Context: an optimization exercise on an open-source flow, tuned for small area, a short achievable clock period and few clock cycles per item. The choices shown serve that exercise and are no tape-out recipe. In this exercise RTL edits were held to simulation tests only and were not proved equivalent to the original. Power figures rest on the tool's default switching activity, not on a simulated workload.

==> flow/design.v (outline; a module is shown in full before it is edited, if it fits) <==
// module operand_store: 186 lines
// module window_sequencer: 114 lines
// module mac_pool: 75 lines
// module mac_pipe: 2165 lines
// module result_serializer: 37 lines
// module cad_top: 98 lines
module cad_top #(
  parameter int IMG_SIDE = 8,
  parameter int IMG_COUNT = 2,
  parameter int KER_COUNT = 2,
  localparam int IMG_IDX_W = (IMG_COUNT > 1) ? $clog2(IMG_COUNT) : 1,
  localparam int KER_IDX_W = (KER_COUNT > 1) ? $clog2(KER_COUNT) : 1
) (
  input  logic                 clk,
  input  logic                 rst_n,
  input  logic                 i_in_valid,
  input  cad_pkg::data_t       i_matrix,
  input  logic                 i_start,
  input  logic [IMG_IDX_W-1:0] i_img_idx,
  input  logic [KER_IDX_W-1:0] i_ker_idx,
  output logic                 o_busy,
  output logic                 o_out_valid,
  output logic                 o_out_value
);
  // ...
==> flow/run.sh <==
#!/bin/bash
# synth_recipe.tcl (not shown) runs the flow's synth.tcl, then flattens the netlist and writes it again
# the make line also repeats each setting of config.mk as NAME=value (left out here)
make -C /OpenROAD-flow-scripts/flow DESIGN_CONFIG=/design/flow/config.mk WORK_HOME=/design/flow/orfs CLKGATE_MAP_FILE= SYNTH_SCRIPT=/design/flow/synth_recipe.tcl finish
==> flow/config.mk <==
export PLATFORM = sky130hd
export DESIGN_NAME = cad_top
export DESIGN_NICKNAME = cad_top
export VERILOG_FILES = /design/flow/design.v
export SDC_FILE = /design/flow/constraint.sdc
export NUM_CORES = 4
export LEC_CHECK = 0
export CAP_MARGIN = 20
export CORE_MARGIN = 2
export CORE_UTILIZATION = 40
export PLACE_DENSITY = 0.6
export SLEW_MARGIN = 20
==> flow/constraint.sdc <==
create_clock -name core_clock -period 12.0 [get_ports {clk}]
set_input_delay 2.4000 -clock core_clock [delete_from_list [all_inputs] [get_ports {clk}]]
set_output_delay 2.4000 -clock core_clock [all_outputs]
set_load 0.01 [all_outputs]
==> out/qor.csv, run 1 <==
stage;metric;value;unit
layout;fin util;0.458;
layout;Synth-to-Final Area Change;13.6;%
power_and_ir_drop;sequential power share;0.461;
timing;Worst Clk Skew;73.9;ps
global_route;met1 Use GR;0.233;
power_and_ir_drop;cell leakage power;30.3;nW
routing;wire per inst;19.7;um
logic_synthesis;ranking of synthesized cells by area;dfxtp_1 52%, fa_1 9.9%, mux4_2 6.8%, edfxtp_1 6.7%, mux2_2 5.6%;
min_path;Hold Path Stages;0;
logic_synthesis;share of flip-flops with an asynchronous set or reset;0.0401;
layout;Top reg by flops;u_store.img;
power_and_ir_drop;Comb pwr share;0.246;
routing;DRC Markers;0;
layout;Fill cells;14300;
global_route;grt peak-use layer;met2;
cts;post-CTS sizing;0;
cts;hold-fix buffers at CTS;0;
timing;final slew viol count;0;
layout;Seq. cell area;39800;sq um
run;Max-cap violations;0;
min_path;WHS Endpoint;u_store.img[208];
logic_synthesis;Post-Synthesis Cells;4563;
cts;CTS tree;done;
global_route;global-route wire length before repair;213;mm
place;routability cong.;0.832;
layout;commonest non-fill, non-tap cell in the layout;dfxtp_1;
critical_path;startpoint types;flip-flop;
floorplan;Row Count;147;
power_and_ir_drop;Sw Ratio;0.309;
critical_path;CP peak stage delay;560;ps
routing;post-route ant nets;0;
floorplan;die area;166000;sq um
timing;endpoints failing setup;0;
timing;RSZ-0062 raised after global routing;false;
run_status;outcome;complete, no violations;
timing;period utilization;0.346;
global_route;initial antenna violation count;8;
layout;most frequent cells in the layout;1,676 x dfxtp_1, 348 x inv_1, 326 x mux2_2;
routing;Vias/cell;4.80;
place;Port Buffer Count;16;
Testbench counts, summed over its fixed seeds: cycles 6,504, jobs 48.
==> module operand_store, before the edit <==
module operand_store (
  input  logic            clk,
  input  logic            rst_n,
  input  logic            i_in_valid,
  input  logic [7:0]      i_matrix,
  input  logic            i_img_sel,
  input  logic            i_ker_sel,
  input  logic [1:0]      i_islot,    
  input  logic [1:0]      i_rbase,
  input  logic [2:0]      i_kslot,
  output logic [2:0]      o_ph8,
  output logic [2:0]      o_ph5,
  output logic            o_pending,
  output logic [4:0][7:0] o_pix,
  output logic [4:0][7:0] o_ker
);
  logic [1:0][7:0][7:0][7:0] img;   
  logic [1:0][4:0][4:0][7:0] ker;   
  logic [2:0] ph8;
  logic [2:0] ph5;
  logic [2:0] ph8_n;
  logic [2:0] ph5_n;
  assign ph8_n = ph8 + 1'b1;
  assign ph5_n = (ph5 == 3'd4) ? 3'd0 : ph5 + 1'b1;
  always_ff @(posedge clk or negedge rst_n) begin
    if (!rst_n) begin
      ph8 <= '0;
      ph5 <= '0;
    end else begin
      ph8 <= ph8_n;
      ph5 <= ph5_n;
    end
  end
  assign o_ph8 = ph8;
  assign o_ph5 = ph5;
  logic [1:0] wrg;   
  logic [2:0] wy;
  logic [2:0] wx;
  logic [2:0] wlim;
  assign wlim = wrg[1] ? 3'd4 : 3'd7;
  always_ff @(posedge clk or negedge rst_n) begin
    if (!rst_n) begin
      wrg <= '0;
      wy <= '0;
      wx <= '0;
    end else if (i_in_valid) begin
      if (wx == wlim) begin
        wx <= '0;
        if (wy == wlim) begin
          wy <= '0;
          wrg <= wrg + 1'b1;
        end else begin
          wy <= wy + 1'b1;
        end
      end else begin
        wx <= wx + 1'b1;
      end
    end
  end
  logic [7:0][7:0] ib;
  logic [7:0]      iv;
  logic [7:0]      ip;
  logic [3:0]      irow;   
  logic [4:0][7:0] kb;
  logic [4:0]      kv;
  logic [4:0]      kp;
  logic [3:0]      krow;   
  logic [3:0]      krow_w;
  assign krow_w = wrg[0] ? 4'(wy) + 4'd5 : 4'(wy);
  logic [2:0] icx;
  logic [2:0] kcx;
  logic       ic_go;
  logic       kc_go;
  logic [3:0] ic_row;
  logic [3:0] kc_row;
  logic [7:0] ic_d;
  logic [7:0] kc_d;
  assign icx = ph8_n;
  assign kcx = ph5_n;
  assign ic_go = iv[icx];
  assign kc_go = kv[kcx];
  assign ic_d = ib[icx];
  assign kc_d = kb[kcx];
  assign ic_row = (ip[icx] == irow[0]) ? irow : irow - 1'b1;
  assign kc_row = (kp[kcx] == krow[0]) ? krow :
                  (krow == 4'd0) ? 4'd9 : krow - 1'b1;
  always_ff @(posedge clk or negedge rst_n) begin
    if (!rst_n) begin
      iv <= '0;
      kv <= '0;
    end else begin
      for (int x = 0; x < 8; x++) begin
        if (i_in_valid && !wrg[1] && wx == 3'(x)) begin
          iv[x] <= 1'b1;
        end else if (ic_go && icx == 3'(x)) begin
          iv[x] <= 1'b0;
        end
      end
      for (int x = 0; x < 5; x++) begin
        if (i_in_valid && wrg[1] && wx == 3'(x)) begin
          kv[x] <= 1'b1;
        end else if (kc_go && kcx == 3'(x)) begin
          kv[x] <= 1'b0;
        end
      end
    end
  end
  always_ff @(posedge clk) begin
    for (int x = 0; x < 8; x++) begin
      if (i_in_valid && !wrg[1] && wx == 3'(x)) begin
        ib[x] <= i_matrix;
        ip[x] <= wy[0];
      end
    end
    for (int x = 0; x < 5; x++) begin
      if (i_in_valid && wrg[1] && wx == 3'(x)) begin
        kb[x] <= i_matrix;
        kp[x] <= krow_w[0];
      end
    end
    if (i_in_valid && !wrg[1]) begin
      irow <= {wrg[0], wy};
    end
    if (i_in_valid && wrg[1]) begin
      krow <= krow_w;
    end
  end
  assign o_pending = |iv || |kv;
  always_ff @(posedge clk) begin
    for (int g = 0; g < 2; g++) begin
      for (int y = 0; y < 8; y++) begin
        for (int s = 1; s < 8; s++) begin
          img[g][y][s] <= img[g][y][s-1];
        end
        img[g][y][0] <= (ic_go && ic_row == {1'(g), 3'(y)}) ? ic_d : img[g][y][7];
      end
    end
    for (int k = 0; k < 2; k++) begin
      for (int y = 0; y < 5; y++) begin
        for (int s = 1; s < 5; s++) begin
          ker[k][y][s] <= ker[k][y][s-1];
        end
        ker[k][y][0] <= (kc_go && kc_row == 4'(k * 5 + y)) ? kc_d : ker[k][y][4];
      end
    end
  end
  logic [1:0][7:0][7:0] m1;   
  logic [7:0][7:0] rowv;      
  logic [1:0][4:0][7:0] k1;   
  always_comb begin
    for (int g = 0; g < 2; g++) begin
      for (int y = 0; y < 8; y++) begin
        case (i_islot)
          2'd0: m1[g][y] = img[g][y][0];
          2'd1: m1[g][y] = img[g][y][2];
          2'd2: m1[g][y] = img[g][y][4];
          default: m1[g][y] = img[g][y][6];
        endcase
      end
    end
    for (int y = 0; y < 8; y++) begin
      rowv[y] = i_img_sel ? m1[1][y] : m1[0][y];
    end
    for (int i = 0; i < 5; i++) begin
      case (i_rbase)
        2'd0: o_pix[i] = rowv[i];
        2'd1: o_pix[i] = rowv[i+1];
        2'd2: o_pix[i] = rowv[i+2];
        default: o_pix[i] = rowv[i+3];
      endcase
    end
    for (int k = 0; k < 2; k++) begin
      for (int y = 0; y < 5; y++) begin
        case (i_kslot[1:0])
          2'd0: k1[k][y] = i_kslot[2] ? ker[k][y][4] : ker[k][y][0];
          2'd1: k1[k][y] = ker[k][y][1];
          2'd2: k1[k][y] = ker[k][y][2];
          default: k1[k][y] = ker[k][y][3];
        endcase
      end
    end
    for (int y = 0; y < 5; y++) begin
      o_ker[y] = i_ker_sel ? k1[1][y] : k1[0][y];
    end
  end
endmodule
==> module window_sequencer, before the edit <==
module window_sequencer (
  input  logic       clk,
  input  logic       rst_n,
  input  logic       i_start,
  input  logic       i_img_idx,
  input  logic       i_ker_idx,
  input  logic       i_done,
  input  logic [2:0] i_ph8,
  input  logic [2:0] i_ph5,
  input  logic       i_pending,
  output logic       o_busy,
  output logic       o_img_sel,
  output logic       o_ker_sel,
  output logic [1:0] o_islot,
  output logic [1:0] o_rbase,
  output logic [2:0] o_kslot,
  output logic       o_v,
  output logic       o_first,
  output logic       o_last,
  output logic       o_bfirst,
  output logic       o_blast,
  output logic       o_jlast
);
  logic       run;
  logic       wt;
  logic       mirror;
  logic [3:0] n;
  logic [3:0] n_nxt;
  logic [2:0] j;
  logic [2:0] xcol;
  logic [2:0] islot;
  logic [2:0] ph8_n;
  logic [2:0] ph5_n;
  logic       start_ok;
  logic       go;
  assign start_ok = i_start && !o_busy;
  assign go = (start_ok || wt) && !i_pending;
  assign n_nxt = n + 1'b1;
  assign ph8_n = i_ph8 + 1'b1;
  assign ph5_n = (i_ph5 == 3'd4) ? 3'd0 : i_ph5 + 1'b1;
  assign o_rbase = {n[3], n[1]};
  assign o_islot = islot[2:1];
  assign o_v = run;
  assign o_first = (j == 3'd0);
  assign o_last = (j == 3'd4);
  assign o_bfirst = (n[1:0] == 2'd0);
  assign o_blast = (n[1:0] == 2'd3);
  assign o_jlast = (n == 4'd15);
  logic [2:0] xcol_run;
  logic [2:0] islot_run;
  logic [2:0] islot_go;
  always_comb begin
    if (o_last) begin
      xcol_run = {1'b0, n_nxt[2], n_nxt[0] ^ mirror};
    end else begin
      xcol_run = xcol + 1'b1;
    end
    islot_run = ph8_n - xcol_run;
    islot_go = {ph8_n[2:1], 1'b0};
  end
  always_ff @(posedge clk or negedge rst_n) begin
    if (!rst_n) begin
      o_img_sel <= 1'b0;
      o_ker_sel <= 1'b0;
    end else if (start_ok) begin
      o_img_sel <= i_img_idx;
      o_ker_sel <= i_ker_idx;
    end
  end
  always_ff @(posedge clk or negedge rst_n) begin
    if (!rst_n) begin
      o_busy <= 1'b0;
    end else if (start_ok) begin
      o_busy <= 1'b1;
    end else if (i_done) begin
      o_busy <= 1'b0;
    end
  end
  always_ff @(posedge clk or negedge rst_n) begin
    if (!rst_n) begin
      run <= 1'b0;
      wt <= 1'b0;
      mirror <= 1'b0;
      n <= '0;
      j <= '0;
      xcol <= '0;
      islot <= '0;
      o_kslot <= '0;
    end else begin
      xcol <= go ? {2'b0, ph8_n[0]} : xcol_run;
      islot <= go ? islot_go : islot_run;
      if (go) begin
        wt <= 1'b0;
        run <= 1'b1;
        mirror <= ph8_n[0];
        n <= '0;
        j <= '0;
        o_kslot <= ph5_n;
      end else if (start_ok) begin
        wt <= 1'b1;
      end else if (run) begin
        if (o_last) begin
          j <= '0;
          n <= n_nxt;
          if (o_jlast) begin
            run <= 1'b0;
          end
        end else begin
          j <= j + 1'b1;
        end
      end
    end
  end
endmodule
==> module cad_top, before the edit <==
module cad_top #(
  parameter int IMG_SIDE = 8,
  parameter int IMG_COUNT = 2,
  parameter int KER_COUNT = 2,
  localparam int IMG_IDX_W = (IMG_COUNT > 1) ? $clog2(IMG_COUNT) : 1,
  localparam int KER_IDX_W = (KER_COUNT > 1) ? $clog2(KER_COUNT) : 1
) (
  input  logic                 clk,
  input  logic                 rst_n,
  input  logic                 i_in_valid,
  input  cad_pkg::data_t       i_matrix,
  input  logic                 i_start,
  input  logic [IMG_IDX_W-1:0] i_img_idx,
  input  logic [KER_IDX_W-1:0] i_ker_idx,
  output logic                 o_busy,
  output logic                 o_out_valid,
  output logic                 o_out_value
);
  logic img_sel;
  logic ker_sel;
  logic [1:0] islot;
  logic [1:0] rbase;
  logic [2:0] kslot;
  logic [2:0] ph8;
  logic [2:0] ph5;
  logic pending;
  logic [4:0][7:0] pix;
  logic [4:0][7:0] kv;
  logic s_v, s_first, s_last, s_bfirst, s_blast, s_jlast;
  cad_pkg::acc_t res;
  logic res_valid;
  logic res_jlast;
  logic done;
  operand_store u_store (
    .clk       (clk),
    .rst_n     (rst_n),
    .i_in_valid(i_in_valid),
    .i_matrix  (i_matrix),
    .i_img_sel (img_sel),
    .i_ker_sel (ker_sel),
    .i_islot   (islot),
    .i_rbase   (rbase),
    .i_kslot   (kslot),
    .o_ph8     (ph8),
    .o_ph5     (ph5),
    .o_pending (pending),
    .o_pix     (pix),
    .o_ker     (kv)
  );
  window_sequencer u_seq (
    .clk      (clk),
    .rst_n    (rst_n),
    .i_start  (i_start),
    .i_img_idx(i_img_idx[0]),
    .i_ker_idx(i_ker_idx[0]),
    .i_done   (done),
    .i_ph8    (ph8),
    .i_ph5    (ph5),
    .i_pending(pending),
    .o_busy   (o_busy),
    .o_img_sel(img_sel),
    .o_ker_sel(ker_sel),
    .o_islot  (islot),
    .o_rbase  (rbase),
    .o_kslot  (kslot),
    .o_v      (s_v),
    .o_first  (s_first),
    .o_last   (s_last),
    .o_bfirst (s_bfirst),
    .o_blast  (s_blast),
    .o_jlast  (s_jlast)
  );
  mac_pool u_mac (
    .clk        (clk),
    .rst_n      (rst_n),
    .i_pix      (pix),
    .i_ker      (kv),
    .i_v        (s_v),
    .i_first    (s_first),
    .i_last     (s_last),
    .i_bfirst   (s_bfirst),
    .i_blast    (s_blast),
    .i_jlast    (s_jlast),
    .o_res      (res),
    .o_res_valid(res_valid),
    .o_res_jlast(res_jlast)
  );
  result_serializer u_ser (
    .clk        (clk),
    .rst_n      (rst_n),
    .i_res      (res),
    .i_res_valid(res_valid),
    .i_res_jlast(res_jlast),
    .o_out_valid(o_out_valid),
    .o_out_value(o_out_value),
    .o_done     (done)
  );
endmodule
==> run 2: changes to the inputs <==
--- a/flow/design.v
+++ b/flow/design.v
@@ -18,7 +18,6 @@
   input  logic            i_ker_sel,
   input  logic [1:0]      i_islot,    
   input  logic [1:0]      i_rbase,
-  input  logic [2:0]      i_kslot,
   output logic [2:0]      o_ph8,
   output logic [2:0]      o_ph5,
   output logic            o_pending,
@@ -82,19 +81,32 @@
   logic [2:0] kcx;
   logic       ic_go;
   logic       kc_go;
-  logic [3:0] ic_row;
-  logic [3:0] kc_row;
-  logic [7:0] ic_d;
-  logic [7:0] kc_d;
-  assign icx = ph8_n;
-  assign kcx = ph5_n;
+  logic       ins_i_go;
+  logic       ins_k_go;
+  logic [3:0] ins_i_row;
+  logic [3:0] ins_k_row;
+  logic [7:0] ins_i_d;
+  logic [7:0] ins_k_d;
+  assign icx = ph8 + 3'd2;
+  assign kcx = (ph5 == 3'd3) ? 3'd0 : (ph5 == 3'd4) ? 3'd1 : ph5 + 3'd2;
   assign ic_go = iv[icx];
   assign kc_go = kv[kcx];
-  assign ic_d = ib[icx];
-  assign kc_d = kb[kcx];
-  assign ic_row = (ip[icx] == irow[0]) ? irow : irow - 1'b1;
-  assign kc_row = (kp[kcx] == krow[0]) ? krow :
-                  (krow == 4'd0) ? 4'd9 : krow - 1'b1;
+  always_ff @(posedge clk or negedge rst_n) begin
+    if (!rst_n) begin
+      ins_i_go <= 1'b0;
+      ins_k_go <= 1'b0;
+    end else begin
+      ins_i_go <= ic_go;
+      ins_k_go <= kc_go;
+    end
+  end
+  always_ff @(posedge clk) begin
+    ins_i_row <= (ip[icx] == irow[0]) ? irow : irow - 1'b1;
+    ins_k_row <= (kp[kcx] == krow[0]) ? krow :
+                 (krow == 4'd0) ? 4'd9 : krow - 1'b1;
+    ins_i_d <= ib[icx];
+    ins_k_d <= kb[kcx];
+  end
   always_ff @(posedge clk or negedge rst_n) begin
     if (!rst_n) begin
       iv <= '0;
@@ -136,14 +148,14 @@
       krow <= krow_w;
     end
   end
-  assign o_pending = |iv || |kv;
+  assign o_pending = |iv || |kv || ins_i_go || ins_k_go;
   always_ff @(posedge clk) begin
     for (int g = 0; g < 2; g++) begin
       for (int y = 0; y < 8; y++) begin
         for (int s = 1; s < 8; s++) begin
           img[g][y][s] <= img[g][y][s-1];
         end
-        img[g][y][0] <= (ic_go && ic_row == {1'(g), 3'(y)}) ? ic_d : img[g][y][7];
+        img[g][y][0] <= (ins_i_go && ins_i_row == {1'(g), 3'(y)}) ? ins_i_d : img[g][y][7];
       end
     end
     for (int k = 0; k < 2; k++) begin
@@ -151,13 +163,12 @@
         for (int s = 1; s < 5; s++) begin
           ker[k][y][s] <= ker[k][y][s-1];
         end
-        ker[k][y][0] <= (kc_go && kc_row == 4'(k * 5 + y)) ? kc_d : ker[k][y][4];
+        ker[k][y][0] <= (ins_k_go && ins_k_row == 4'(k * 5 + y)) ? ins_k_d : ker[k][y][4];
       end
     end
   end
   logic [1:0][7:0][7:0] m1;   
   logic [7:0][7:0] rowv;      
-  logic [1:0][4:0][7:0] k1;   
   always_comb begin
     for (int g = 0; g < 2; g++) begin
       for (int y = 0; y < 8; y++) begin
@@ -180,18 +191,8 @@
         default: o_pix[i] = rowv[i+3];
       endcase
     end
-    for (int k = 0; k < 2; k++) begin
-      for (int y = 0; y < 5; y++) begin
-        case (i_kslot[1:0])
-          2'd0: k1[k][y] = i_kslot[2] ? ker[k][y][4] : ker[k][y][0];
-          2'd1: k1[k][y] = ker[k][y][1];
-          2'd2: k1[k][y] = ker[k][y][2];
-          default: k1[k][y] = ker[k][y][3];
-        endcase
-      end
-    end
     for (int y = 0; y < 5; y++) begin
-      o_ker[y] = i_ker_sel ? k1[1][y] : k1[0][y];
+      o_ker[y] = i_ker_sel ? ker[1][y][0] : ker[0][y][0];
     end
   end
 endmodule
@@ -211,7 +212,6 @@
   output logic       o_ker_sel,
   output logic [1:0] o_islot,
   output logic [1:0] o_rbase,
-  output logic [2:0] o_kslot,
   output logic       o_v,
   output logic       o_first,
   output logic       o_last,
@@ -232,7 +232,7 @@
   logic       start_ok;
   logic       go;
   assign start_ok = i_start && !o_busy;
-  assign go = (start_ok || wt) && !i_pending;
+  assign go = (start_ok || wt) && !i_pending && (ph5_n == 3'd0);
   assign n_nxt = n + 1'b1;
   assign ph8_n = i_ph8 + 1'b1;
   assign ph5_n = (i_ph5 == 3'd4) ? 3'd0 : i_ph5 + 1'b1;
@@ -283,7 +283,6 @@
       j <= '0;
       xcol <= '0;
       islot <= '0;
-      o_kslot <= '0;
     end else begin
       xcol <= go ? {2'b0, ph8_n[0]} : xcol_run;
       islot <= go ? islot_go : islot_run;
@@ -293,7 +292,6 @@
         mirror <= ph8_n[0];
         n <= '0;
         j <= '0;
-        o_kslot <= ph5_n;
       end else if (start_ok) begin
         wt <= 1'b1;
       end else if (run) begin
@@ -2612,7 +2610,6 @@
   logic ker_sel;
   logic [1:0] islot;
   logic [1:0] rbase;
-  logic [2:0] kslot;
   logic [2:0] ph8;
   logic [2:0] ph5;
   logic pending;
@@ -2632,7 +2629,6 @@
     .i_ker_sel (ker_sel),
     .i_islot   (islot),
     .i_rbase   (rbase),
-    .i_kslot   (kslot),
     .o_ph8     (ph8),
     .o_ph5     (ph5),
     .o_pending (pending),
@@ -2654,7 +2650,6 @@
     .o_ker_sel(ker_sel),
     .o_islot  (islot),
     .o_rbase  (rbase),
-    .o_kslot  (kslot),
     .o_v      (s_v),
     .o_first  (s_first),
     .o_last   (s_last),
--- a/flow/config.mk
+++ b/flow/config.mk
@@ -7,6 +7,9 @@
 export LEC_CHECK = 0
 export CAP_MARGIN = 20
 export CORE_MARGIN = 2
-export CORE_UTILIZATION = 40
-export PLACE_DENSITY = 0.6
+export CORE_UTILIZATION = 60
+export CTS_BUF_LIST = sky130_fd_sc_hd__clkbuf_16
+export CTS_CLUSTER_DIAMETER = 100
+export CTS_CLUSTER_SIZE = 30
+export PLACE_DENSITY = 0.72
 export SLEW_MARGIN = 20
==> run 2 against run 1 <==
Sequential power down 5.2%. Die area down 36%. Via count down 9.7%. Cell count down 18%. Clock-buffer cell count down 174. Total power down 25%.
==> out/qor.csv, run 2 <==
stage;metric;value;unit;change
global_route;Tot GR Track Use;0.227;;was 0.167
place;Post-DP HPWL;81.4;mm;was 93.0 mm
routing;vias;30200;;was 33.4k
place;placed cell area;64000;sq um;was 67,700 sq um
logic_synthesis;Synthesized Nets;4705;;was 4,983
timing;Worst Clk Skew;39.3;ps;was 73.9 ps
routing;Initial DRT Pass Iterations;5;;unchanged
global_route;initial antenna violation count;0;;was 8
global_route;largest net degree at the start of global routing;84;;was 92
layout;max FFs per register;1024;;unchanged
floorplan;Core Footprint;103000;sq um;was 161,000 sq um
critical_path;CP cell instances;clkdlybuf4s50_1 -> nor2b_1 -> and3_1;;was clkdlybuf4s50_1
timing;endpoints failing setup;0;;unchanged
timing;final slew viol count;0;;unchanged
power_and_ir_drop;cell leakage power;27.4;nW;was 30.3 nW
cts;post-CTS sizing;0;;unchanged
cts;cts bufs inserted;75;;was 175
critical_path;startpoint types;primary input;;was flip-flop
layout;number of nets in the layout;4705;;was 5,066
layout;commonest non-fill, non-tap cell in the layout;dfxtp_1;;unchanged
routing;Vias/cell;5.30;;was 4.80
power_and_ir_drop;worst IR drop on VDD;0.164;mV;was 0.183 mV
timing;TNS Setup;0;ps;unchanged
run_status;outcome;complete, no violations;;unchanged
layout;multi-input logic area;20400;sq um;was 23,400 sq um
place;Port Buffer Count;16;;unchanged
critical_path;Critical Path End Type;flip-flop;;was output port
timing;Slew HR;0.246;;was 0.279
logic_synthesis;Yosys top cell by area;dfxtp_1;;unchanged
critical_path;Slowest-stage cell, CP;clkdlybuf4s50_1;;unchanged
global_route;met1 Use GR;0.320;;was 0.233
timing;Final Hold Vio Count;0;;unchanged
cts;Sink Count;1920;;was 1,897
cts;CTS tree;done;;unchanged
logic_synthesis;Post-Syn Area per Cell;14.5;sq um;was 14.3 sq um
critical_path;worst endpoint data arrival time;4370;ps;was 1750 ps
floorplan;Starting Density;0.603;;was 0.404
cts;clock latency on the worst-skew pair;700;ps;was 820 ps
routing;Post-Route WL;118;mm;was 137 mm
routing;initial drt markers;1964;;was 1,884
critical_path;CP Launch Point;i_in_valid;;was u_seq.o_busy
min_path;min-delay src;u_store.img[216];;was u_store.img[200]
logic_synthesis;Synth Register Bits;1920;;was 1,897
timing;RSZ-0062 raised after global routing;false;;unchanged
layout;Seq. cell area;40300;sq um;was 39,800 sq um
global_route;grt peak-use layer;met2;;unchanged
timing;Final Hold Slack;315;ps;was 292 ps
logic_synthesis;fraction of the yosys area taken by sequential cells;0.646;;was 0.612
timing;measured slew at the worst slew-check pin;1130;ps;was 1080 ps
cts;H-tree levels;3;;was 4
layout;Top reg by flops;u_store.img;;unchanged
global_route;global-route wire length before repair;185;mm;was 213 mm
min_path;worst min path class;flip-flop to flip-flop;;unchanged
logic_synthesis;count leader, synth;dfxtp_1;;unchanged
critical_path;RR Startpoint;u_seq.islot[1];;was u_store.ph5[0]
cts;hold-fix buffers at CTS;0;;unchanged
logic_synthesis;Main synth FF type;dfxtp_1;;unchanged
cts;Setup Buffers After CTS;0;;unchanged
place;routability cong.;0.899;;was 0.832
layout;Fill cells;7622;;was 14.3k
logic_synthesis;ranking of synthesized cells by area;dfxtp_1 55%, fa_1 10%, edfxtp_1 7.0%, mux4_2 5.5%, mux2_2 5.1%;;was dfxtp_1 52%, fa_1 9.9%, mux4_2 6.8%, edfxtp_1 6.7%, mux2_2 5.6%
global_route;GRT Residual Overflow;0;;unchanged
critical_path;CP Class;primary input to flip-flop;;was flip-flop to output port
floorplan;Row Count;118;;was 147
layout;biggest regs;u_store.img x1024, u_store.ker x400, u_mac.u_pipe.r1 x93;;unchanged
layout;layout cells sized above 1;0.131;;was 0.189
timing;post-layout min period;4040;ps;was 4150 ps
place;placed cells;5590;;was 6,628
logic_synthesis;Post-Synthesis Cells;4288;;was 4,563
global_route;met3 usage;0.0316;;was 0.0355
logic_synthesis;Ys Warns;5;;unchanged
critical_path;Worst EP required;12340;ps;was 9600 ps
critical_path;crit-path max FO;12;;was 3
global_route;GR Util met2;0.371;;was 0.258
floorplan;IO Count;17;;unchanged
floorplan;Die Ht;326;um;was 407 um
routing;DRC Markers;0;;unchanged
logic_synthesis;Post-synth EDFFs;145;;unchanged
critical_path;CP peak stage delay;680;ps;was 560 ps
run;Max-cap violations;0;;unchanged
layout;most frequent cells in the layout;1,699 x dfxtp_1, 353 x inv_1, 321 x fa_1;;was 1,676 x dfxtp_1, 348 x inv_1, 326 x mux2_2
timing;period utilization;0.336;;was 0.346
power_and_ir_drop;Final Total Pwr;14.7;mW;was 19.7 mW
timing;Peak Freq;248;MHz;was 241 MHz
layout;final instance area;66200;sq um;was 73,900 sq um
logic_synthesis;Post-synth top cells;1,700 x dfxtp_1, 335 x inv_1, 321 x fa_1;;was 1,676 x dfxtp_1, 349 x inv_1, 326 x mux2_2
power_and_ir_drop;Pwr Density;222;nW/um^2;was 267 nW/um^2
floorplan;Chip Width;326;um;was 407 um
logic_synthesis;post-synth cell types;63;;was 73
logic_synthesis;share of flip-flops with an asynchronous set or reset;0.0391;;was 0.0401
layout;Synth-to-Final Area Change;6.12;%;was 13.6%
logic_synthesis;Mapped Area;62300;sq um;was 65,000 sq um
global_route;vias in the first global route;31700;;was 35.3k
logic_synthesis;Synth top area share;0.546;;was 0.516
cts;CTS Root Cell;clkbuf_16;;unchanged
routing;post-route ant nets;0;;unchanged
layout;Final Non-Filler Cells;5696;;was 6,955
cts;Max Buffers Root-to-Sink;3;;unchanged
min_path;Hold Path Stages;0;;unchanged
cts;CTS clk-pin slew, worst paths;110;ps;was 60 ps
routing;wire per inst;20.7;um;was 19.7 um
floorplan;die area;106000;sq um;was 166,000 sq um
critical_path;R2R depth;7;;was 9
[run 2: changes by cell type in the layout (fill, tap and decap cells not counted), moves of 29 or more]
cell | before | now
o22ai_1 | 29 | 0
clkbuf_1 | 32 | 0
mux2i_1 | 145 | 94
mux2_2 | 326 | 280
clkinv_2 | 36 | 0
nand2_1 | 278 | 248
o21ai_0 | 101 | 65
clkbuf_8 | 35 | 0
clkbuf_16 | 183 | 76
mux4_2 | 197 | 152
[run 2: worst paths after layout]
kind	to	slack (ps)
max	u_store.ib[48]	7960
min	u_store.img[224]	310
max reg2reg	u_mac.a_pix[10]	8150
min reg2reg	u_store.img[224]	310
max in group asynchronous	u_seq.islot[2]	9210
min in group asynchronous	u_ser.rem[4]	1500
[run 2: stage by stage]
step           setup slack (ps)  utilization
3_5_place_dp               7320        0.619
4_1_cts                    7910        0.640
6_report                   7960        0.640
3_3_place_gp               7360        0.619
5_1_grt                    7870        0.640
2_1_floorplan              8230            -
[run 2: cells by family after synthesis]
kind of cell / count (synthesis) / share of synthesized area
multiplexers: 546 / 0.124
buffers and inverters: 458 / 0.0281
flip-flops: 1920 / 0.646
AND/OR/NAND/NOR: 715 / 0.0576
XOR/XNOR: 35 / 0.00492
AO/OA/AOI/OAI: 211 / 0.0199
adder cells (fa/ha/maj): 403 / 0.120
[run 2: routing by layer]
layer	vias up	routed length [um]
met3	158	5000
met1	15400	53600
met4	0	3470
met2	631	55600
li1	14000	-
met5	-	0
[run 2: power breakdown]
| group | switching [mW] | internal, mW | total (mW) |
|---|---|---|---|
| Combinational | 1.64 | 1.42 | 3.06 |
| Sequential | 0.840 | 7.76 | 8.60 |
| Clock | 1.87 | 1.19 | 3.05 |
[run 2: final cells by class]
class | instances | share of cell area
Tap cell | 1380 | 0.0261
Clock buffer | 76 | 0.0287
Antenna cell | 1 | 0.0000378
Multi-Input combinational cell | 1910 | 0.308
Timing Repair Buffer | 44 | 0.00562
Sequential cell | 1920 | 0.609
Inverter | 337 | 0.0191
Clock inverter | 28 | 0.00380
[run 2: critical path, delay by kind of cell]
| family | cells | cell delay, ps |
|---|---|---|
| buf+inv | 1 | 680 |
| simple gates | 2 | 1280 |
Testbench counts of run 2, summed over its fixed seeds: cycles 6,504, jobs 48.
==> module mac_pool, before the edit <==
module mac_pool (
  input  logic            clk,
  input  logic            rst_n,
  input  logic [4:0][7:0] i_pix,
  input  logic [4:0][7:0] i_ker,
  input  logic            i_v,
  input  logic            i_first,
  input  logic            i_last,
  input  logic            i_bfirst,
  input  logic            i_blast,
  input  logic            i_jlast,
  output cad_pkg::acc_t   o_res,
  output logic            o_res_valid,
  output logic            o_res_jlast
);
  localparam logic [19:0] ACC_INIT = 20'h39900;
  logic [4:0][7:0] a_pix;
  logic [4:0][7:0] a_ker;
  logic a_v, a_first, a_last, a_bfirst, a_blast, a_jlast;
  logic b_v, b_first, b_last, b_bfirst, b_blast, b_jlast;
  logic [19:0] acc_s;
  logic [19:0] acc_c;
  cad_pkg::acc_t acc;
  logic c_v, c_bfirst, c_blast, c_jlast;
  cad_pkg::acc_t d_val;
  logic d_v, d_bfirst, d_blast, d_jlast;
  cad_pkg::acc_t mx;
  cad_pkg::acc_t res;
  always_ff @(posedge clk) begin
    a_pix <= i_pix;
    a_ker <= i_ker;
  end
  always_ff @(posedge clk or negedge rst_n) begin
    if (!rst_n) begin
      {a_v, a_first, a_last, a_bfirst, a_blast, a_jlast} <= '0;
      {b_v, b_first, b_last, b_bfirst, b_blast, b_jlast} <= '0;
      {c_v, c_bfirst, c_blast, c_jlast} <= '0;
      {d_v, d_bfirst, d_blast, d_jlast} <= '0;
    end else begin
      {d_v, d_bfirst, d_blast, d_jlast} <= {c_v, c_bfirst, c_blast, c_jlast};
      {a_v, a_first, a_last, a_bfirst, a_blast, a_jlast} <=
        {i_v, i_first, i_last, i_bfirst, i_blast, i_jlast};
      {b_v, b_first, b_last, b_bfirst, b_blast, b_jlast} <=
        {a_v, a_first, a_last, a_bfirst, a_blast, a_jlast};
      c_v <= b_v && b_last;
      {c_bfirst, c_blast, c_jlast} <= {b_bfirst, b_blast, b_jlast};
    end
  end
  mac_pipe #(
    .ACC_INIT(ACC_INIT)
  ) u_pipe (
    .clk    (clk),
    .a0     (a_pix[0]), .b0 (a_ker[0]),
    .a1     (a_pix[1]), .b1 (a_ker[1]),
    .a2     (a_pix[2]), .b2 (a_ker[2]),
    .a3     (a_pix[3]), .b3 (a_ker[3]),
    .a4     (a_pix[4]), .b4 (a_ker[4]),
    .i_init (b_first),
    .o_acc_s(acc_s),
    .o_acc_c(acc_c)
  );
  assign acc = acc_s + acc_c;
  always_ff @(posedge clk) begin
    d_val <= acc;
  end
  assign res = (d_val > mx) ? d_val : mx;
  always_ff @(posedge clk) begin
    if (d_v && !d_blast) begin
      mx <= d_bfirst ? d_val : res;
    end
  end
  assign o_res = res;
  assign o_res_valid = d_v && d_blast;
  assign o_res_jlast = d_jlast;
endmodule
==> run 3: changes to the inputs <==
--- a/flow/design.v
+++ b/flow/design.v
@@ -343,20 +343,25 @@
   end
   always_ff @(posedge clk or negedge rst_n) begin
     if (!rst_n) begin
-      {a_v, a_first, a_last, a_bfirst, a_blast, a_jlast} <= '0;
-      {b_v, b_first, b_last, b_bfirst, b_blast, b_jlast} <= '0;
-      {c_v, c_bfirst, c_blast, c_jlast} <= '0;
-      {d_v, d_bfirst, d_blast, d_jlast} <= '0;
+      a_v <= 1'b0;
+      b_v <= 1'b0;
+      c_v <= 1'b0;
+      d_v <= 1'b0;
     end else begin
-      {d_v, d_bfirst, d_blast, d_jlast} <= {c_v, c_bfirst, c_blast, c_jlast};
-      {a_v, a_first, a_last, a_bfirst, a_blast, a_jlast} <=
-        {i_v, i_first, i_last, i_bfirst, i_blast, i_jlast};
-      {b_v, b_first, b_last, b_bfirst, b_blast, b_jlast} <=
-        {a_v, a_first, a_last, a_bfirst, a_blast, a_jlast};
+      a_v <= i_v;
+      b_v <= a_v;
       c_v <= b_v && b_last;
-      {c_bfirst, c_blast, c_jlast} <= {b_bfirst, b_blast, b_jlast};
+      d_v <= c_v;
     end
   end
+  always_ff @(posedge clk) begin
+    {a_first, a_last, a_bfirst, a_blast, a_jlast} <=
+      {i_first, i_last, i_bfirst, i_blast, i_jlast};
+    {b_first, b_last, b_bfirst, b_blast, b_jlast} <=
+      {a_first, a_last, a_bfirst, a_blast, a_jlast};
+    {c_bfirst, c_blast, c_jlast} <= {b_bfirst, b_blast, b_jlast};
+    {d_bfirst, d_blast, d_jlast} <= {c_bfirst, c_blast, c_jlast};
+  end
   mac_pipe #(
     .ACC_INIT(ACC_INIT)
   ) u_pipe (
--- a/flow/config.mk
+++ b/flow/config.mk
@@ -9,7 +9,7 @@
 export CORE_MARGIN = 2
 export CORE_UTILIZATION = 60
 export CTS_BUF_LIST = sky130_fd_sc_hd__clkbuf_16
-export CTS_CLUSTER_DIAMETER = 100
-export CTS_CLUSTER_SIZE = 30
+export CTS_CLUSTER_DIAMETER = 80
+export CTS_CLUSTER_SIZE = 25
 export PLACE_DENSITY = 0.72
 export SLEW_MARGIN = 20
==> run 3 against run 2 <==
Sequential cell count did not move. Clock-buffer cell count up 15. Combinational power shrank 7%. Still clean on timing, DRC and antenna. Critical endpoint is now u_store.ib[30].
==> out/qor.csv, run 3 <==
stage;metric;value;unit;change
timing;TNS Setup;0;ps;unchanged
layout;number of nets in the layout;4672;;was 4,705
logic_synthesis;Synth top area share;0.552;;was 0.546
layout;max FFs per register;1024;;unchanged
global_route;met1 Use GR;0.318;;was 0.320
logic_synthesis;share of flip-flops with an asynchronous set or reset;0.0307;;was 0.0391
global_route;grt peak-use layer;met2;;unchanged
logic_synthesis;Ys Warns;5;;unchanged
layout;Top reg by flops;u_store.img;;unchanged
logic_synthesis;Main synth FF type;dfxtp_1;;unchanged
cts;post-CTS sizing;0;;unchanged
critical_path;Worst EP required;12340;ps;about the same
logic_synthesis;count leader, synth;dfxtp_1;;unchanged
logic_synthesis;Synthesized Nets;4651;;was 4,705
layout;multi-input logic area;20400;sq um;unchanged
layout;Seq. cell area;40200;sq um;was 40,300 sq um
logic_synthesis;Synth Area in Simple Gates;0.0528;;was 0.0576
cts;CTS Root Cell;clkbuf_16;;unchanged
logic_synthesis;Synth Register Bits;1920;;unchanged
floorplan;Starting Density;0.603;;about the same
floorplan;IO Count;17;;unchanged
place;routability cong.;0.884;;was 0.899
logic_synthesis;Yosys top cell by area;dfxtp_1;;unchanged
timing;Peak Freq;244;MHz;was 248 MHz
power_and_ir_drop;cell leakage power;27.6;nW;was 27.4 nW
critical_path;CP Class;primary input to flip-flop;;unchanged
floorplan;Core Footprint;103000;sq um;about the same
timing;Worst Clk Skew;43.6;ps;was 39.3 ps
routing;DRC Markers;0;;unchanged
timing;Final Hold Vio Count;0;;unchanged
timing;RSZ-0062 raised after global routing;false;;unchanged
power_and_ir_drop;Pwr Density;222;nW/um^2;about the same
timing;post-layout min period;4100;ps;was 4040 ps
cts;cts bufs inserted;89;;was 75
logic_synthesis;adder-cell share of the synthesized area;0.120;;about the same
logic_synthesis;Mapped Area;62200;sq um;was 62,300 sq um
layout;Fill cells;7475;;was 7,622
cts;clock latency on the worst-skew pair;720;ps;was 700 ps
floorplan;die area;106000;sq um;about the same
floorplan;Chip Width;326;um;about the same
logic_synthesis;post-synth cell types;61;;was 63
global_route;initial antenna violation count;2;;was 0
floorplan;Row Count;118;;unchanged
timing;period utilization;0.342;;was 0.336
logic_synthesis;Post-synth top cells;1,716 x dfxtp_1, 336 x inv_1, 321 x fa_1;;was 1,700 x dfxtp_1, 335 x inv_1, 321 x fa_1
critical_path;Critical Path End Type;flip-flop;;unchanged
global_route;global-route wire length before repair;186;mm;was 185 mm
critical_path;startpoint types;primary input;;unchanged
timing;Final Hold Slack;308;ps;was 315 ps
logic_synthesis;Post-Syn Area per Cell;14.7;sq um;was 14.5 sq um
run_status;outcome;complete, no violations;;unchanged
timing;Slew HR;0.256;;was 0.246
global_route;largest net degree at the start of global routing;102;;was 84
global_route;GR Util met2;0.371;;about the same
critical_path;crit-path max FO;12;;unchanged
logic_synthesis;largest family of logic cells by synthesized area;multiplexers;;unchanged
timing;endpoints failing setup;0;;unchanged
critical_path;worst endpoint data arrival time;4440;ps;was 4370 ps
layout;most frequent cells in the layout;1,716 x dfxtp_1, 349 x inv_1, 321 x fa_1;;was 1,699 x dfxtp_1, 353 x inv_1, 321 x fa_1
place;Port Buffer Count;16;;unchanged
layout;Final Non-Filler Cells;5663;;was 5,696
cts;CTS clk-pin slew, worst paths;90;ps;was 110 ps
logic_synthesis;Post-Synthesis Cells;4234;;was 4,288
place;Post-DP HPWL;82.2;mm;was 81.4 mm
power_and_ir_drop;worst IR drop on VDD;0.166;mV;was 0.164 mV
routing;wire per inst;20.9;um;was 20.7 um
cts;Sink Count;1920;;unchanged
cts;Max Buffers Root-to-Sink;3;;unchanged
routing;Initial DRT Pass Iterations;5;;unchanged
timing;measured slew at the worst slew-check pin;1110;ps;was 1130 ps
routing;initial drt markers;1930;;was 1,964
routing;Vias/cell;5.28;;was 5.30
global_route;met3 usage;0.0338;;was 0.0316
routing;vias;29900;;was 30.2k
timing;final slew viol count;0;;unchanged
logic_synthesis;Compound-Gate Fraction of Synth Area;0.0197;;was 0.0199
logic_synthesis;XOR/XNOR Fraction of Synth Area;0.00507;;was 0.00492
cts;H-tree levels;3;;unchanged
layout;commonest non-fill, non-tap cell in the layout;dfxtp_1;;unchanged
run;Max-cap violations;0;;unchanged
routing;post-route ant nets;0;;unchanged
global_route;Tot GR Track Use;0.229;;was 0.227
global_route;GRT Residual Overflow;0;;unchanged
cts;Setup Buffers After CTS;0;;unchanged
routing;Post-Route WL;118;mm;about the same
min_path;worst min path class;flip-flop to flip-flop;;unchanged
cts;CTS tree;done;;unchanged
floorplan;Die Ht;326;um;about the same
place;placed cells;5543;;was 5,590
cts;hold-fix buffers at CTS;0;;unchanged
logic_synthesis;ranking of synthesized cells by area;dfxtp_1 55%, fa_1 10%, edfxtp_1 7.0%, mux2_2 5.4%, mux4_2 5.1%;;was dfxtp_1 55%, fa_1 10%, edfxtp_1 7.0%, mux4_2 5.5%, mux2_2 5.1%
layout;layout cells sized above 1;0.140;;was 0.131
global_route;vias in the first global route;31700;;about the same
layout;Synth-to-Final Area Change;6.78;%;was 6.12%
logic_synthesis;mux cell area share after synthesis;0.129;;was 0.124
logic_synthesis;fraction of the yosys area taken by sequential cells;0.646;;about the same
layout;biggest regs;u_store.img x1024, u_store.ker x400, u_mac.u_pipe.r1 x93;;unchanged
logic_synthesis;Post-synth EDFFs;145;;unchanged
==> run 3: cell count changes after synthesis, sizes merged, moves of 5 or more <==
| cell | change |
|---|---|
| clkbuf | -9 |
| mux2i | +30 |
| a31oi | -21 |
| a22o | +8 |
| dfrtp | -16 |
| dfxtp | +16 |
| nand2 | -13 |
| nand3 | -29 |
| nand4 | +5 |
| nor2 | -24 |
==> run 3: logic make-up (layout without fill, tap and decap cells) <==
family                     count (synthesis)  after routing
AOI/OAI and AO/OA                        205            205
xor gates and xnor gates                  36             36
adders and majority gates                403            403
buffers and inverters                    452            500
DFF                                     1920           1920
muxes                                    575            575
other                                      0              1
and+or+nand+nor                          643            643
==> run 3: where the power goes <==
part	internal, mW	leakage [nW]	switching, mW
combinational	1.39	10.3	1.47
sequential	7.74	16.0	0.860
clock	1.39	1.28	1.91
total	10.5	27.6	4.24
==> run 3: final timing paths <==
path	start	slack [ps]	cells after the start	to
hold / removal	u_store.ker[191]	310	0	u_store.ker[199]
min in group asynchronous	rst_n	1520	1	u_store.iv[1]
max in group asynchronous	rst_n	9430	2	u_seq.o_img_sel
hold reg to reg	u_store.ker[191]	310	0	u_store.ker[199]
setup reg to reg	u_seq.islot[1]	8240	7	u_mac.a_pix[26]
setup / recovery	i_in_valid	7900	3	u_store.ib[30]
==> run 3: metrics by stage <==
step / util / total power [mW] / area [sq um] / setup slack, ps
finish: 0.644 / 14.8 / 66500 / 7900
global route: 0.644 / 15.6 / 66500 / 7800
CTS: 0.644 / 14.9 / 66400 / 7910
detailed placement: 0.620 / 11.6 / 63900 / 7220
global placement: 0.620 / 11.5 / 63900 / 7270
floorplan: - / 10.5 / 62200 / 8230
==> run 3: critical path, cell delays in order <==
cell and delay [ps]:
clkdlybuf4s50_1 720, nor2b_1 750, and2_1 560
==> run 3: area by class of cell <==
type / instances / share of cell area
flip-flops and latches: 1920 / 0.605
multi-input cells: 1862 / 0.306
clock buffers: 91 / 0.0343
well taps: 1380 / 0.0260
inverters: 338 / 0.0191
repair buffers: 44 / 0.00602
clock inverters: 27 / 0.00343
diodes: 1 / 0.0000377
==> run 3: per-layer routing <==
layer | up-vias | routed length [um]
li1 | 13900 | -
met2 | 635 | 55700
met3 | 186 | 5090
met4 | 0 | 4060
met1 | 15200 | 53300
met5 | - | 0
Testbench counts of run 3, summed over its fixed seeds: cycles 6,504, jobs 48.
==> run 4: changes to the inputs <==
==> flow/flow/run.sh (new file) <==
#!/bin/bash
# Layout: the standard flow (standard synthesis, floorplan, placement, CTS,
# routing) on the design's constraints and clock period. The only change is
# the setup margin that ORFS's repair_timing aims for: it is raised so that the
# resizer also works on paths that already meet the 12 ns clock.
set -euo pipefail
if ! bash standard.sh SETUP_SLACK_MARGIN=8.5 finish > standard_flow.log 2>&1; then
  tail -n 40 standard_flow.log
  exit 1
fi
tail -n 5 standard_flow.log
==> flow/standard.sh (new file) <==
#!/bin/bash
# synth_recipe.tcl (not shown) runs the flow's synth.tcl, then flattens the netlist and writes it again
# the make line also repeats each setting of config.mk as NAME=value (left out here)
make -C /OpenROAD-flow-scripts/flow DESIGN_CONFIG=/design/flow/config.mk WORK_HOME=/design/flow/orfs CLKGATE_MAP_FILE= SYNTH_SCRIPT=/design/flow/synth_recipe.tcl "${@:-finish}"
removed: flow/run.sh
==> run 4 against run 3 <==
Combinational power is essentially flat. Sequential power is essentially flat. Still clean. Non-clock buffer count grew 10. Via count shrank 0.58%. Setup slack gained 480 ps. First-iteration DRC count grew 2.8%. Worst hold slack lost 6.4 ps. Synthesized area is the same. Clock power is essentially flat. Critical path depth shrank 2. Die area is the same.
==> out/qor.csv, run 4 <==
stage;metric;value;unit;change
critical_path;Buf/Inv on CP;1;;unchanged
global_route;global-route wire length before repair;184;mm;was 186 mm
timing;endpoints failing setup;0;;unchanged
logic_synthesis;post-synth cell types;61;;unchanged
place;Post-DP HPWL;82.4;mm;was 82.2 mm
routing;Initial DRT Pass Iterations;5;;unchanged
logic_synthesis;share of flip-flops with an asynchronous set or reset;0.0307;;unchanged
logic_synthesis;Post-synth EDFFs;145;;unchanged
timing;post-layout min period;3620;ps;was 4100 ps
global_route;largest net degree at the start of global routing;60;;was 102
routing;met1 wire length;52.0;mm;was 53.3 mm
cts;Max Buffers Root-to-Sink;3;;unchanged
global_route;GRT Residual Overflow;0;;unchanged
logic_synthesis;count leader, synth;dfxtp_1;;unchanged
critical_path;Slowest-stage cell, CP;dfrtp_1;;was nor2b_1
logic_synthesis;Ys Warns;5;;unchanged
layout;Top reg by flops;u_store.img;;unchanged
floorplan;Chip Width;326;um;unchanged
power_and_ir_drop;worst IR drop on VDD;0.188;mV;was 0.166 mV
run_status;outcome;complete, no violations;;unchanged
logic_synthesis;Post-synth top cells;1,716 x dfxtp_1, 336 x inv_1, 321 x fa_1;;unchanged
layout;max FFs per register;1024;;unchanged
routing;DRC Markers;0;;unchanged
critical_path;Critical Path End Type;output port;;was flip-flop
timing;Final Hold Vio Count;0;;unchanged
layout;biggest regs;u_store.img x1024, u_store.ker x400, u_mac.u_pipe.r1 x93;;unchanged
timing;Final Hold Slack;302;ps;was 308 ps
critical_path;CP Class;flip-flop to output port;;was primary input to flip-flop
critical_path;worst endpoint data arrival time;1220;ps;was 4440 ps
critical_path;CP cell instances;buf_2;;was clkdlybuf4s50_1 -> nor2b_1 -> and2_1
cts;clock latency on the worst-skew pair;710;ps;was 720 ps
critical_path;startpoint types;flip-flop;;was primary input
timing;Peak Freq;276;MHz;was 244 MHz
logic_synthesis;Mapped Area;62200;sq um;unchanged
layout;number of nets in the layout;4682;;was 4,672
logic_synthesis;Synth Register Bits;1920;;unchanged
power_and_ir_drop;Final Total Pwr;14.8;mW;about the same
routing;wire per inst;20.7;um;was 20.9 um
min_path;WHS Endpoint;u_store.img[819];;was u_store.ker[199]
logic_synthesis;Main synth FF type;dfxtp_1;;unchanged
logic_synthesis;Post-Synthesis Cells;4234;;unchanged
timing;RSZ-0062 raised after global routing;true;;was false
timing;TNS Setup;0;ps;unchanged
logic_synthesis;fraction of the yosys area taken by sequential cells;0.646;;unchanged
critical_path;FF-to-FF End;u_mac.u_pipe.r1[47];;was u_mac.a_pix[26]
timing;measured slew at the worst slew-check pin;1100;ps;was 1110 ps
timing;Worst Clk Skew;37.7;ps;was 43.6 ps
cts;Sink Count;1920;;unchanged
logic_synthesis;Synthesized Nets;4651;;unchanged
min_path;worst min path class;flip-flop to flip-flop;;unchanged
cts;CTS clk-pin slew, worst paths;90;ps;about the same
logic_synthesis;Post-Syn Area per Cell;14.7;sq um;unchanged
routing;post-route ant nets;0;;unchanged
critical_path;CP peak stage delay;390;ps;was 750 ps
global_route;vias in the first global route;31900;;was 31.7k
timing;final slew viol count;0;;unchanged
run;Max-cap violations;0;;unchanged
min_path;min-delay src;u_store.img[811];;was u_store.ker[191]
critical_path;R2R depth;7;;unchanged
critical_path;crit-path max FO;2;;was 12
floorplan;Row Count;118;;unchanged
place;routability cong.;0.889;;was 0.884
routing;Vias/cell;5.24;;was 5.28
cts;CTS tree;done;;unchanged
cts;hold-fix buffers at CTS;0;;unchanged
global_route;initial antenna violation count;3;;was 2
floorplan;die area;106000;sq um;unchanged
critical_path;R2R Setup Slk;8600;ps;was 8240 ps
min_path;Hold Path Stages;0;;unchanged
cts;cts bufs inserted;89;;unchanged
routing;Post-Route WL;117;mm;was 118 mm
logic_synthesis;ranking of synthesized cells by area;dfxtp_1 55%, fa_1 10%, edfxtp_1 7.0%, mux2_2 5.4%, mux4_2 5.1%;;unchanged
layout;diode count;0;;was 1
routing;initial drt markers;1985;;was 1,930
floorplan;Starting Density;0.603;;unchanged
routing;metal3 WL;5.41;mm;was 5.09 mm
routing;vias;29700;;was 29.9k
timing;Slew HR;0.268;;was 0.256
floorplan;Die Ht;326;um;unchanged
critical_path;RR Startpoint;u_mac.a_pix[17];;was u_seq.islot[1]
routing;Routed met2 length;55.3;mm;was 55.7 mm
place;Port Buffer Count;16;;unchanged
layout;fin util;0.646;;was 0.644
power_and_ir_drop;Pwr Density;222;nW/um^2;about the same
floorplan;IO Count;17;;unchanged
timing;period utilization;0.302;;was 0.342
layout;layout cells sized above 1;0.156;;was 0.140
floorplan;Core Footprint;103000;sq um;unchanged
layout;most frequent cells in the layout;1,678 x dfxtp_1, 353 x inv_1, 320 x fa_1;;was 1,716 x dfxtp_1, 349 x inv_1, 321 x fa_1
layout;Synth-to-Final Area Change;7.08;%;was 6.78%
cts;CTS Root Cell;clkbuf_16;;unchanged
logic_synthesis;Synth top area share;0.552;;unchanged
cts;H-tree levels;3;;unchanged
layout;commonest non-fill, non-tap cell in the layout;dfxtp_1;;unchanged
critical_path;largest delay contributor family on the critical path;flip-flops;;was simple AND/OR/NAND/NOR gates
logic_synthesis;Yosys top cell by area;dfxtp_1;;unchanged
critical_path;Worst EP required;9600;ps;was 12,340 ps
global_route;Tot GR Track Use;0.227;;was 0.229
routing;top layer reached by signal wires;met5;;was met4
power_and_ir_drop;cell leakage power;27.7;nW;was 27.6 nW
[run 4: cell counts after synthesis]
No cell type changed its count.
[run 4: cell families after synthesis]
logic type                 Yosys count  share of synthesized area
buffers and inverters              452                     0.0279
and+or+nand+nor                    643                     0.0528
DFF                               1920                      0.646
xor gates and xnor gates            36                    0.00507
muxes                              575                      0.129
adders and majority gates          403                      0.120
AOI/OAI and AO/OA                  205                     0.0197
[run 4: metal layers]
metal / up-vias / track usage
li1: 13900 / -
met1: 15000 / 0.308
met2: 642 / 0.373
met3: 194 / 0.0356
met4: 2 / 0.0842
met5: - / 0.00177
[run 4: worst max path at each step]
stage / from / endpoint / slack [ps] / cells past startpoint
after detailed placement: i_start / u_seq.mirror / 7230 / 5
final: u_seq.o_busy / o_busy / 8380 / 1
after global routing: u_ser.o_out_valid / o_out_valid / 8310 / 1
after CTS: u_seq.o_busy / o_busy / 8320 / 1
after global placement: i_start / u_seq.mirror / 7240 / 5
after floorplan: i_in_valid / u_store.ib[0] / 8510 / 4
[run 4: power by group]
part	internal [mW]	leakage (nW)	total, mW	switching, mW
Clock	1.39	1.29	3.31	1.92
Sequential	7.75	16.0	8.58	0.829
Combinational	1.39	10.4	2.88	1.48
Total	10.5	27.7	14.8	4.23
[run 4: stage by stage]
stage	setup WS, ps	instance area [sq um]	instances
finish	8380	66600	5675
global route	8310	66600	5675
CTS	8320	66500	5670
detailed placement	7230	63900	5543
global placement	7240	63900	5543
floorplan	8510	62300	4234
[run 4: what timing repair did]
| action | 4_1_cts | 5_1_grt |
|---|---|---|
| setup endpoints to repair | 100 | 140 |
| buffers inserted | 6 | 5 |
| pin swaps | 1 | 0 |
| gates resized for setup | 19 | 42 |
| gates cloned | 0 | 0 |
[run 4: cell type report]
class / count / area [sq um]
flip-flops and latches: 1920 / 40300
fillers: 7509 / 36600
multi-input cells: 1862 / 20400
clock buffers: 89 / 2230
well taps: 1380 / 1730
inverters: 338 / 1270
repair buffers: 54 / 448
clock inverters: 32 / 313
==> run 5: changes to the inputs <==
--- a/flow/config.mk
+++ b/flow/config.mk
@@ -9,7 +9,7 @@
 export CORE_MARGIN = 2
 export CORE_UTILIZATION = 60
 export CTS_BUF_LIST = sky130_fd_sc_hd__clkbuf_16
-export CTS_CLUSTER_DIAMETER = 80
-export CTS_CLUSTER_SIZE = 25
+export CTS_CLUSTER_DIAMETER = 100
+export CTS_CLUSTER_SIZE = 30
 export PLACE_DENSITY = 0.72
 export SLEW_MARGIN = 20
==> run 5 against run 4 <==
Global-route usage shrank 0.19 points. Setup slack got worse by 4.9 ps. Utilization fell by 0.39 points. Still clean. Sequential share of layout area grew 0.37 points. Largest cell class unchanged. Highest routed layer unchanged. Cell count shrank 0.30%.
==> out/qor.csv, run 5 <==
stage;metric;value;unit;change
logic_synthesis;share of flip-flops with an asynchronous set or reset;0.0307;;unchanged
power_and_ir_drop;Pwr Density;219;nW/um^2;was 222 nW/um^2
cts;Sink Count;1920;;unchanged
cts;clock latency on the worst-skew pair;710;ps;about the same
critical_path;Critical Path End Type;output port;;unchanged
critical_path;startpoint types;flip-flop;;unchanged
critical_path;CP Class;flip-flop to output port;;unchanged
timing;period utilization;0.302;;about the same
cts;Max Buffers Root-to-Sink;3;;unchanged
power_and_ir_drop;worst IR drop on VDD;0.158;mV;was 0.188 mV
global_route;largest net degree at the start of global routing;60;;unchanged
logic_synthesis;Ys Warns;5;;unchanged
place;Post-DP HPWL;82.4;mm;unchanged
cts;hold-fix buffers at CTS;0;;unchanged
routing;vias;29600;;was 29.7k
floorplan;Chip Width;326;um;unchanged
timing;post-layout min period;3620;ps;about the same
critical_path;crit-path max FO;2;;unchanged
global_route;GRT Residual Overflow;0;;unchanged
layout;Top reg by flops;u_store.img;;unchanged
global_route;global-route wire length before repair;183;mm;was 184 mm
cts;CTS tree;done;;unchanged
timing;final slew viol count;0;;unchanged
logic_synthesis;Post-synth top cells;1,716 x dfxtp_1, 336 x inv_1, 321 x fa_1;;unchanged
min_path;worst min path class;flip-flop to flip-flop;;unchanged
floorplan;die area;106000;sq um;unchanged
min_path;Hold Path Stages;0;;unchanged
routing;DRC Markers;0;;unchanged
layout;commonest non-fill, non-tap cell in the layout;dfxtp_1;;unchanged
logic_synthesis;Synth top area share;0.552;;unchanged
layout;max FFs per register;1024;;unchanged
logic_synthesis;Post-Syn Area per Cell;14.7;sq um;unchanged
timing;Peak Freq;276;MHz;about the same
routing;Post-Route WL;117;mm;about the same
floorplan;IO Count;17;;unchanged
timing;Final Hold Vio Count;0;;unchanged
routing;initial drt markers;1962;;was 1,985
cts;CTS Root Cell;clkbuf_16;;unchanged
critical_path;worst endpoint data arrival time;1220;ps;about the same
place;pre-CTS setup slack;7230;ps;unchanged
floorplan;Row Count;118;;unchanged
global_route;initial antenna violation count;5;;was 3
critical_path;largest delay contributor family on the critical path;flip-flops;;unchanged
timing;worst setup margin;8380;ps;about the same
timing;endpoints failing setup;0;;unchanged
place;routability cong.;0.889;;unchanged
cts;H-tree levels;3;;unchanged
logic_synthesis;Main synth FF type;dfxtp_1;;unchanged
timing;Worst Clk Skew;34.5;ps;was 37.7 ps
run_status;outcome;complete, no violations;;unchanged
timing;measured slew at the worst slew-check pin;1100;ps;about the same
critical_path;critical path depth;1;;unchanged
routing;post-route ant nets;0;;unchanged
critical_path;CP cell instances;buf_2;;unchanged
floorplan;Core Footprint;103000;sq um;unchanged
routing;wire per inst;20.7;um;about the same
power_and_ir_drop;cell leakage power;27.5;nW;was 27.7 nW
cts;CTS clk-pin slew, worst paths;110;ps;was 90 ps
logic_synthesis;count leader, synth;dfxtp_1;;unchanged
place;Port Buffer Count;16;;unchanged
layout;Synth-to-Final Area Change;6.43;%;was 7.08%
critical_path;Buf/Inv on CP;1;;unchanged
power_and_ir_drop;Final Total Pwr;14.5;mW;was 14.8 mW
layout;layout cells sized above 1;0.153;;was 0.156
logic_synthesis;Mapped Area;62200;sq um;unchanged
timing;TNS Setup;0;ps;unchanged
cts;cts bufs inserted;75;;was 89
logic_synthesis;Yosys top cell by area;dfxtp_1;;unchanged
logic_synthesis;Synth Register Bits;1920;;unchanged
layout;biggest regs;u_store.img x1024, u_store.ker x400, u_mac.u_pipe.r1 x93;;unchanged
layout;fin util;0.642;;was 0.646
logic_synthesis;Synthesized Nets;4651;;unchanged
routing;Initial DRT Pass Iterations;5;;unchanged
timing;RSZ-0062 raised after global routing;true;;unchanged
critical_path;Worst EP required;9600;ps;about the same
timing;Slew HR;0.263;;was 0.268
routing;Vias/cell;5.23;;was 5.24
place;placed cell area;63900;sq um;unchanged
critical_path;CP peak stage delay;390;ps;about the same
layout;most frequent cells in the layout;1,675 x dfxtp_1, 351 x inv_1, 320 x fa_1;;was 1,678 x dfxtp_1, 353 x inv_1, 320 x fa_1
critical_path;Slowest-stage cell, CP;dfrtp_1;;unchanged
critical_path;R2R depth;9;;was 7
logic_synthesis;fraction of the yosys area taken by sequential cells;0.646;;unchanged
global_route;Tot GR Track Use;0.225;;was 0.227
run;Max-cap violations;0;;unchanged
floorplan;Die Ht;326;um;unchanged
layout;final instance area;66200;sq um;was 66,600 sq um
logic_synthesis;Post-synth EDFFs;145;;unchanged
global_route;vias in the first global route;31500;;was 31.9k
logic_synthesis;post-synth cell types;61;;unchanged
layout;number of nets in the layout;4668;;was 4,682
logic_synthesis;Post-Synthesis Cells;4234;;unchanged
floorplan;Starting Density;0.603;;unchanged
logic_synthesis;ranking of synthesized cells by area;dfxtp_1 55%, fa_1 10%, edfxtp_1 7.0%, mux2_2 5.4%, mux4_2 5.1%;;unchanged
==> run 5: metrics by stage <==
step                cells  hold slack [ps]
floorplan            4234              310
global placement     5543              310
detailed placement   5543              312
CTS                  5651              318
global route         5657              326
finish               5658              319
==> run 5: worst reg2reg max path, delay by kind of cell (launching register included) <==
family / cells / cell delay [ps]
adders and majority gates: 5 / 2590
buffers and inverters: 3 / 190
DFF: 1 / 380
and+or+nand+nor: 1 / 190
==> run 5: path summary, 6_finish.rpt <==
path                             startpoint                   to  slack (ps)
setup / recovery               u_seq.o_busy               o_busy        8380
hold / removal             u_store.img[427]     u_store.img[435]         320
setup reg to reg             u_mac.a_ker[2]  u_mac.u_pipe.r1[60]        8590
hold reg to reg            u_store.img[427]     u_store.img[435]         320
max in group asynchronous             rst_n      u_seq.o_img_sel        9470
min in group asynchronous             rst_n        u_store.wx[2]        1780
==> run 5: cells by family (layout without fill, tap and decap cells) <==
group / after synthesis / after routing / synth area share
and+or+nand+nor: 643 / 643 / 0.0528
DFF: 1920 / 1920 / 0.646
xor gates and xnor gates: 36 / 36 / 0.00507
AOI/OAI and AO/OA: 205 / 205 / 0.0197
muxes: 575 / 575 / 0.129
other: 0 / 1 / 0
adders and majority gates: 403 / 403 / 0.120
buffers and inverters: 452 / 495 / 0.0279
==> run 5: cell type report <==
| cell class | count | area, sq um |
|---|---|---|
| diodes | 1 | 2.50 |
| clock buffers | 75 | 1880 |
| clock inverters | 28 | 248 |
| fillers | 7516 | 37000 |
| inverters | 338 | 1270 |
| multi-input cells | 1862 | 20400 |
| flip-flops and latches | 1920 | 40300 |
| well taps | 1380 | 1730 |
| repair buffers | 54 | 464 |
==> run 5: layer usage <==
layer  part of all wire  wire, um  GRT usage  up-vias
met5            0.00010        12          0        -
met2               0.47     54900      0.368      568
met4              0.039      4550     0.0815        2
met3              0.044      5200     0.0346      199
li1                   -         -          -    13900
met1               0.45     52200      0.308    14900
==> run 5: power by group <==
part	leakage [nW]	switching, mW	internal, mW	total (mW)
Combinational	10.4	1.48	1.40	2.88
Clock	1.09	1.87	1.17	3.04
Sequential	16.0	0.825	7.75	8.57
==> run 5: repair_timing <==
| item | in CTS | in global routing |
|---|---|---|
| setup endpoints to repair | 100 | 131 |
| gates cloned | 0 | 0 |
| pin swaps | 1 | 0 |
| setup buffers | 5 | 5 |
| resized for setup | 26 | 38 |

[what the ideal ports hide]
In the flow no input, the clock included, has a driving cell. The finished layouts below were timed again as built, in two steps. Step 1 (the two cells are an assumption about what drives the block):
set clk [get_ports {clk}]
set_driving_cell -lib_cell sky130_fd_sc_hd__clkbuf_16 $clk
set_driving_cell -lib_cell sky130_fd_sc_hd__buf_2 [delete_from_list [all_inputs] $clk]
Step 2 adds t to the input delays and takes it off the output delays; t is the mean of the earliest and latest rising clock arrival at the registers after step 1. Input paths then give back, and output paths get back, about the clock's delay inside the block. a / b / c = ideal / step 1 / step 2; a / b = the first two.
run | shift t [ns] | setup slack, ns | worst hold slack (ns) | slew at the worst register clock pin (ns) | pins driven straight from the clock port
run 1 | 0.863 | 7.851 / 7.772 / 7.247 | 0.292 / 0.292 / 0.292 | 0.07 / 0.07 | 1
run 2 | 0.744 | 7.965 / 7.915 / 7.243 | 0.315 / 0.315 / 0.315 | 0.12 / 0.12 | 1
run 3 | 0.772 | 7.897 / 7.904 / 7.155 | 0.308 / 0.308 / 0.308 | 0.10 / 0.10 | 1
run 4 | 0.762 | 8.381 / 8.316 / 7.823 | 0.302 / 0.302 / 0.302 | 0.10 / 0.10 | 1
run 5 | 0.752 | 8.376 / 8.310 / 7.852 | 0.319 / 0.319 / 0.319 | 0.12 / 0.12 | 1
After both steps setup and hold are still met in every run listed. For run 3, which loses most, drivers alone change the setup slack by +0.007 ns; drivers and shift together by -0.742 ns.
